From an optimization exercise on the open Yosys and OpenROAD flow, aimed at small area, a short achievable clock period and few clock cycles per item; shortcuts taken in it are not production practice. Power and IR drop assume default switching activity.

## try-yarrow
## arena_bump_allocator_core
module arena_bump_allocator_core (
  input  logic                              clk,
  input  logic                              rst_n,
  input  logic                              cfg_valid,
  output logic                              cfg_ready,
  input  logic                              cfg_index,
  input  logic [abump_pkg::ADDR_W-1:0]      cfg_data,
  input  logic                              in_valid,
  output logic                              in_ready,
  input  logic [abump_pkg::FUNC_W-1:0]      in_func,
  input  logic [abump_pkg::OFF_W-1:0]       in_request_size,
  input  logic [abump_pkg::ALIGN_LOG_W-1:0] in_align_log2,
  input  logic [abump_pkg::ADDR_W-1:0]      in_old_address,
  input  logic [abump_pkg::OFF_W-1:0]       in_old_length,
  input  logic [abump_pkg::OFF_W-1:0]       in_snap_current,
  input  logic [abump_pkg::OFF_W-1:0]       in_snap_previous,
  output logic                              out_valid,
  input  logic                              out_ready,
  output logic [abump_pkg::STATUS_W-1:0]    out_status,
  output logic [abump_pkg::ADDR_W-1:0]      out_result_address,
  output logic [abump_pkg::OFF_W-1:0]       out_copy_length,
  output logic [abump_pkg::OFF_W-1:0]       out_clear_offset,
  output logic [abump_pkg::OFF_W-1:0]       out_clear_length,
  output logic [abump_pkg::OFF_W-1:0]       out_current_offset,
  output logic [abump_pkg::OFF_W-1:0]       out_previous_offset
);
export LEC_CHECK = 0
export CAP_MARGIN = 20
export CORE_MARGIN = 2
export CORE_UTILIZATION = 40
export SETUP_SLACK_MARGIN = 2.5
export SLEW_MARGIN = 20
export TNS_END_PERCENT = 100
create_clock -name core_clock -period 9.0 [get_ports {clk}]
standard.sh (not shown) runs the stock make flow with config.mk's settings and CLKGATE_MAP_FILE= SYNTH_SCRIPT=/design/flow/synth_recipe.tcl, a recipe that flattens the netlist after the stock synthesis.
==> flow/flow/run.sh <==
#!/bin/bash
# Standard layout, with the port buffers made as buf_2 cells instead of the
# delay-cell buffers buffer_ports picks by default.
cp standard.sh standard_sh.txt
export BUFFER_PORTS_ARGS="-buffer_cell sky130_fd_sc_hd__buf_2"
bash standard.sh > standard.log 2>&1
Relative to try-yarrow, the following input files were edited for try-ember:
==> flow/flow/run.sh <==
#!/bin/bash
# Standard layout, with the port buffers made as buf_1 cells instead of the
# delay-cell buffers buffer_ports picks by default.
cp standard.sh standard_sh.txt
export BUFFER_PORTS_ARGS="-buffer_cell sky130_fd_sc_hd__buf_1"
bash standard.sh > standard.log 2>&1
Results
buf_1 as the commonest non-fill, non-tap cell in the layout was reported by try-ember, and buf_2 by try-yarrow. Via count sits higher in try-ember than in try-yarrow. try-yarrow -> try-ember: die area delta 0, exact match. Compared try-ember against try-yarrow; synthesized cell count within noise.
## Diff of input files: try-indigo against try-ember
# try-ember
export LEC_CHECK = 0
export CAP_MARGIN = 20
export CORE_MARGIN = 2
export CORE_UTILIZATION = 40
export SETUP_SLACK_MARGIN = 2.5
export SLEW_MARGIN = 20
export TNS_END_PERCENT = 100
create_clock -name core_clock -period 9.0 [get_ports {clk}]
# try-indigo
export LEC_CHECK = 0
export CAP_MARGIN = 20
export CORE_MARGIN = 2
export CORE_UTILIZATION = 40
export SETUP_SLACK_MARGIN = 3.5
export SLEW_MARGIN = 20
export TNS_END_PERCENT = 100
create_clock -name core_clock -period 9.0 [get_ports {clk}]
==> flow/flow/run.sh <==
#!/bin/bash
# Standard layout, with the port buffers made as buf_2 cells instead of the
# delay-cell buffers buffer_ports picks by default.
cp standard.sh standard_sh.txt
export BUFFER_PORTS_ARGS="-buffer_cell sky130_fd_sc_hd__buf_2"
bash standard.sh > standard.log 2>&1
### Flow results
- Ratio of final minimum period to clock period was lower in the run labelled try-indigo.
- The data arrival at the endpoint of the critical path in try-indigo was lower than what try-ember gave.
- Re power share of the combinational group: try-indigo and try-ember aren't equal, and the higher value belongs to try-indigo.
- try-indigo has completed all stages; timing, DRC and antenna checks passed.
- Design area: try-indigo > try-ember
- Changes observed in try-indigo relative to try-ember: maximum clock rate went up by 8.0 MHz, via count climbed 3.7%.
No run of this note included a check of the RTL's function; only the layout flow was run.


## job 9074
Starting RTL as in the previous note.
Settings: LEC_CHECK=0, CAP_MARGIN=20, CORE_MARGIN=2, CORE_UTILIZATION=40, SETUP_SLACK_MARGIN=3.5, SLEW_MARGIN=20, TNS_END_PERCENT=100; clock period 9.0 ns.
run.sh (not shown) runs the stock make flow with config.mk's settings and CLKGATE_MAP_FILE= SYNTH_SCRIPT=/design/flow/synth_recipe.tcl, a recipe that flattens the netlist after the stock synthesis.
Stock flow here: none of the scripts above is used.
Looking at the reports, job 9074 completed the entire flow and the layout it produced met the timing, DRC and antenna checks.
[inputs] job 5376 vs job 9074
-- flow/config.mk --
<<< job 9074, line 9
export CORE_MARGIN = 2
export CORE_UTILIZATION = 40
export SETUP_SLACK_MARGIN = 3.5
export SLEW_MARGIN = 20
>>> job 5376, line 9
export CORE_MARGIN = 2
export CORE_UTILIZATION = 60
export SETUP_SLACK_MARGIN = 2.5
export SLEW_MARGIN = 20
Findings:
Job 5376: full flow OK, the timing, DRC and antenna checks passed. Job 5376 vs job 9074 on vertical die dimension: job 5376 is the lower one. Synthesis-to-layout area growth on job 5376 is down relative to job 9074. In the flow results for job 9074 and job 5376, the detailed-route wire length on metal 1 is larger on job 9074. From job 9074 to job 5376 the numbers moved as follows: total routing usage reported by global routing increased 9.8 points; placer's final routability congestion estimate essentially unchanged; core region area decreased about 33%; clock buffer and inverter area fraction after layout increased 0.29 points.
For job 4134, these inputs were changed with respect to job 5376:
-- flow/config.mk --
<<< job 5376, line 9
export CORE_MARGIN = 2
export CORE_UTILIZATION = 60
export SETUP_SLACK_MARGIN = 2.5
>>> job 4134, line 9
export CORE_MARGIN = 2
export CORE_UTILIZATION = 40
export SETUP_SLACK_MARGIN = 2.5
### Flow results
Job 4134 completed end to end with timing, DRC and antenna clean. [diff] setup skew after layout, job 4134 relative to job 5376: regression. In the tables for job 5376 and job 4134, final instance area reads higher with job 4134. Post-detailed-routing wire length | job 4134 above job 5376. Relative to job 5376, the number of non-clock inverters of job 4134 is lower by 0.44%. Looking at time the final worst path needs with I/O delays and setup across both flows, job 4134 is the stronger of the two, with job 5376 trailing. Sort job 5376 and job 4134 by cell area reported after detailed placement asc -> top: job 5376. Run comparison: job 5376 source of the critical timing path in_align_log2[0]; job 4134 source of the critical timing path in_align_log2[3]. Area growth from synthesis to layout came out higher on job 4134 than on job 5376.
Input-level comparison between job 9348 and job 4134:
-- flow/config.mk --
<<< job 4134, line 10
export CORE_UTILIZATION = 40
export SETUP_SLACK_MARGIN = 2.5
export SLEW_MARGIN = 20
export TNS_END_PERCENT = 100
>>> job 9348, line 10
export CORE_UTILIZATION = 40
export SLEW_MARGIN = 20
==> comparison <==
Job 9348 finished all stages; the layout is clean.
When job 9348 is set beside job 4134, its layout-stage area growth over the synthesis result turns out to be 4.4 points smaller.
The cell area after layout in job 9348 sits 840 µm² below the value recorded for job 4134.
Relative to job 4134, the final cycle utilization of the critical path of job 9348 is higher by 17 points.
No functional check of the RTL was part of any run of this note.

==> re-timing with driven ports <==
The flow's constraints put no driver on any port. The routed layouts listed below were extracted and timed again, unchanged, in two steps.
Step 1 sets driving cells, clkbuf_16 on the clock port and buf_2 on the other inputs (assumed; they add their load-dependent delay and slew).
Step 2 times the ports against the registers' clock, not the clock port: input delays grow and output delays shrink by t, the midpoint of the rising clock arrivals with the driver on.
Slacks: no drivers / after step 1 / after step 2; pairs: no drivers / after step 1.
run | shift t [ns] | slack for setup (ns) | worst hold slack (ns) | clock arrival spread, ns
try-yarrow | 0.561 | 2.658 / 2.601 / 2.118 | 0.458 / 0.458 / 0.458 | 0.020 / 0.019
try-ember | 0.558 | 2.657 / 2.630 / 2.108 | 0.457 / 0.457 / 0.457 | 0.015 / 0.015
try-indigo | 0.567 | 2.964 / 2.919 / 2.353 | 0.469 / 0.469 / 0.469 | 0.016 / 0.015
job 9074 | 0.560 | 2.909 / 2.944 / 2.383 | 0.457 / 0.457 / 0.457 | 0.022 / 0.023
job 5376 | 0.516 | 2.529 / 2.559 / 2.043 | 0.475 / 0.475 / 0.475 | 0.012 / 0.012
job 4134 | 0.562 | 2.649 / 2.633 / 2.117 | 0.453 / 0.453 / 0.453 | 0.016 / 0.016
job 9348 | 0.557 | 1.147 / 1.164 / 0.607 | 0.453 / 0.453 / 0.453 | 0.016 / 0.016
After both steps setup and hold are still met in every run listed. The setup slack of try-indigo, which loses most, moves by -0.045 ns with the drivers and by -0.611 ns with both steps.
